Context: an optimization exercise on an open-source flow, tuned for small area and a short achievable clock period. The choices shown serve that exercise and are no tape-out recipe.
Only simulation tests tie the RTL to the original design; equivalence was not proved.
Power and IR drop assume default switching activity.

Design approx_err_monitor, start of the top module:
module approx_err_monitor #(
  parameter int W     = approx_mon_pkg::W,
  parameter int CNT_W = approx_mon_pkg::CNT_W,
  parameter int ACC_W = approx_mon_pkg::ACC_W
) (
  input  logic                 clk,
  input  logic                 rst,
  input  logic                 in_valid,
  output logic                 in_ready,
  input  logic [W-1:0]         a,
  input  logic [W-1:0]         b,
  input  logic [2*W-1:0]       prod,
  input  logic                 start,
  input  logic [CNT_W-1:0]     win_len,
  output logic                 busy,
  output logic                 done,
  output logic [CNT_W-1:0]     smp_cnt,
  output logic [CNT_W-1:0]     err_cnt,
  output logic [ACC_W-1:0]     sum_ed,
  output logic [ACC_W-1:0]     sum_bias,
  output logic [2*W-1:0]       max_ed,
  output logic [W-1:0]         max_a,
  output logic [W-1:0]         max_b
);
Size in the first run: about 3900 cells after synthesis, roughly 460 flip-flops, ~360 I/O pins, roughly 29000 sq um of cells after synthesis.
Settings: LEC_CHECK=0, CAP_MARGIN=20, CORE_MARGIN=2, CORE_UTILIZATION=50, SETUP_SLACK_MARGIN=3.5, SLEW_MARGIN=20, SYNTH_HIERARCHICAL=1; clock period 7.2 ns.
standard.sh (not shown) runs the stock make flow with config.mk's settings and CLKGATE_MAP_FILE= SYNTH_SCRIPT=/design/flow/synth_recipe.tcl, a recipe that flattens the netlist after the stock synthesis.
==> flow/flow/run.sh <==
#!/bin/bash
# Layout flow: the standard ORFS flow (standard.sh) with two changes:
#  - synthesis extracts no full/half-adder cells (ABC maps all arithmetic and sees whole
#    paths), and ABC maps each module with its own script: approx_err_cpa and approx_err_s1
#    with ORFS's delay-driven area script (map -B 0.9), approx_err_monitor with a single &nf
#    pass, the rest with ORFS's default speed script. Everything else is ORFS's synth.tcl run
#    through synth_recipe.tcl, so the registers are the standard synthesis's;
#  - the port buffers use the smallest buffer cell (sky130_fd_sc_hd__buf_1).
set -euo pipefail
here=$(pwd)
python3 - "$FLOW_HOME/scripts/synth.tcl" "$here/synth_mix.tcl" <<'PY'
import sys
s = open(sys.argv[1]).read()
MAP = "+strash;dch;map,-B,0.9;topo;stime,-c;buffer,-c;upsize,-c;dnsize,-c"
NF = "+&get,-n;&st;&dch;&nf;&put;buffer,-c;upsize,-c;dnsize,-c"
def a(x):
    return '[lreplace $abc_args 1 1 "' + x + '"]'
old = '  log_cmd abc {*}$abc_args\n'
assert s.count(old) == 1
new = (f'  log_cmd abc {{*}}{a(MAP)} approx_err_cpa\n'
       f'  log_cmd abc {{*}}{a(NF)} approx_err_monitor\n'
       f'  log_cmd abc {{*}}{a(MAP)} approx_err_s1\n'
       '  log_cmd abc {*}$abc_args * approx_err_cpa %d approx_err_monitor %d approx_err_s1 %d\n')
s = s.replace(old, new)
old = 'extract_fa {*}[dont_use_extract_fa_args]\n'
assert s.count(old) == 1
s = s.replace(old, 'extract_fa {*}[dont_use_extract_fa_args] approx_err_none\n')
open(sys.argv[2], 'w').write(s)
PY
grep -q 'source $::env(SCRIPTS_DIR)/synth.tcl' synth_recipe.tcl
sed "s#source \$::env(SCRIPTS_DIR)/synth.tcl#source $here/synth_mix.tcl#" synth_recipe.tcl > "$here/synth_recipe_mix.tcl"
bash standard.sh SYNTH_SCRIPT="$here/synth_recipe_mix.tcl" \
  BUFFER_PORTS_ARGS="-buffer_cell sky130_fd_sc_hd__buf_1" finish > flow_standard.log 2>&1
Edit:
CTS_BUF_LIST = sky130_fd_sc_hd__clkbuf_2   (was default)
After rerunning:
- The changed run completed without violations
- via count went up by 1.6%
- wire length went up by 1.2%
- power went down by 6.8%
- clock skew went up by 39 ps
- combinational power went down by about 1%
- design area went down by 2.0%


== run 1 ==
approx_err_monitor, a different RTL version from the one above (not shown whole).
Size: roughly 3,200 cells after synthesis, ~440 flip-flops, roughly 28,000 µm² of cells after synthesis.
export LEC_CHECK = 0
export CAP_MARGIN = 20
export CORE_MARGIN = 2
export CORE_UTILIZATION = 50
export SETUP_SLACK_MARGIN = 4.5
export SLEW_MARGIN = 20
export SYNTH_HIERARCHICAL = 1
create_clock -name core_clock -period 7.2 [get_ports {clk}]
==> flow/flow/run.sh <==
#!/bin/bash
# Layout flow: the standard ORFS flow, with the port buffers made of the smallest buffer
# cell (sky130_fd_sc_hd__buf_1) instead of the flow's default pick.
set -euo pipefail
bash standard.sh BUFFER_PORTS_ARGS="-buffer_cell sky130_fd_sc_hd__buf_1" finish > flow_standard.log 2>&1
#### Input delta (run 2 over run 1)
==> flow/run.sh (new file) <==
#!/bin/bash
# synth_recipe.tcl (not shown) runs the flow's synth.tcl, then flattens the netlist and writes it again
# the make line also repeats each setting of config.mk as NAME=value (left out here)
make -C /OpenROAD-flow-scripts/flow DESIGN_CONFIG=/design/flow/config.mk WORK_HOME=/design/flow/orfs CLKGATE_MAP_FILE= SYNTH_SCRIPT=/design/flow/synth_recipe.tcl finish
diff --git a/flow/config.mk b/flow/config.mk
--- a/flow/config.mk
+++ b/flow/config.mk
@@ -6,8 +6,8 @@
 export NUM_CORES = 4
 export LEC_CHECK = 0
+export ABC_AREA = 1
 export CAP_MARGIN = 20
 export CORE_MARGIN = 2
-export CORE_UTILIZATION = 50
-export SETUP_SLACK_MARGIN = 4.5
+export CORE_UTILIZATION = 40
+export SETUP_SLACK_MARGIN = 3.0
 export SLEW_MARGIN = 20
-export SYNTH_HIERARCHICAL = 1
removed: flow/flow/run.sh
removed: flow/standard.sh
Findings:
Maximum frequency (run 2 over run 1): increase, 8.3 MHz
Proportion of power drawn by the clock network was higher in the run labelled run 2.
[run 2] final clock skew rose 18 ps relative to run 1
For run 1, the most common library cell in the layout ignoring fill and taps was dfxtp_1, unlike run 2, where it was nand2_1.
Here is what was changed in the inputs of run 3 compared with run 2.
diff --git a/flow/config.mk b/flow/config.mk
--- a/flow/config.mk
+++ b/flow/config.mk
@@ -6,5 +6,4 @@
 export NUM_CORES = 4
 export LEC_CHECK = 0
-export ABC_AREA = 1
 export CAP_MARGIN = 20
 export CORE_MARGIN = 2
Notes after the runs:
Run 2 → run 3: number of flops mapped to enable cells by yosys stayed essentially flat; relative slew slack rose by 1.2 points; via count of the routed design fell by 5,831; area after synthesis fell by 2800 µm²; cell count fell by 1,295.
Run 3 leaves less setup margin than run 2.
On sequential share of cell area, the lower figure sits with run 2, not run 3.
From run 2 to run 3 the numbers moved as follows: power decreased by 1.6 mW relative to the old numbers; clock period minus final worst setup slack increased by 420 ps relative to the old numbers; summed area of non-filler cells in the final layout decreased by about 10% relative to the old numbers.
Clock power in run 3 is about 6% lower than in run 2

==> what the ideal ports hide <==
The flow's constraints put no driver on any port. The routed layouts listed below were extracted and timed again, unchanged, in two steps. Step 1 assumes that a clkbuf_16 drives the clock port and a buf_2 every other input. Step 2 also shifts input and output timing later by t, the mid clock arrival at the registers, as if the neighbouring blocks saw the same clock. a / b / c = no drivers / after step 1 / after step 2; a / b = the first two.
| run | t, ns | setup WS [ns] | hold slack, ns | worst setup path after step 2 | worst register clock-pin slew, ns |
|---|---|---|---|---|---|
| the first run of note 1 | 0.656 | 3.642 / 3.642 / 3.331 | 0.326 / 0.326 / 0.326 | input to register | 0.06 / 0.06 |
| the second run of note 1 | 1.210 | 3.661 / 3.661 / 3.358 | 0.329 / 0.329 / 0.329 | input to register | 0.12 / 0.12 |
| run 1 | 0.655 | 2.618 / 2.618 / 2.618 | 0.327 / 0.327 / 0.327 | register to register | 0.07 / 0.07 |
| run 2 | 0.673 | 2.786 / 2.786 / 2.565 | 0.333 / 0.333 / 0.333 | input to register | 0.07 / 0.07 |
| run 3 | 0.645 | 2.369 / 2.369 / 2.369 | 0.329 / 0.329 / 0.329 | register to register | 0.06 / 0.06 |
After both steps setup and hold are still met in every run listed. The setup slack of the first run of note 1, which loses most, moves by 0.000 ns with the drivers and by -0.311 ns with both steps.
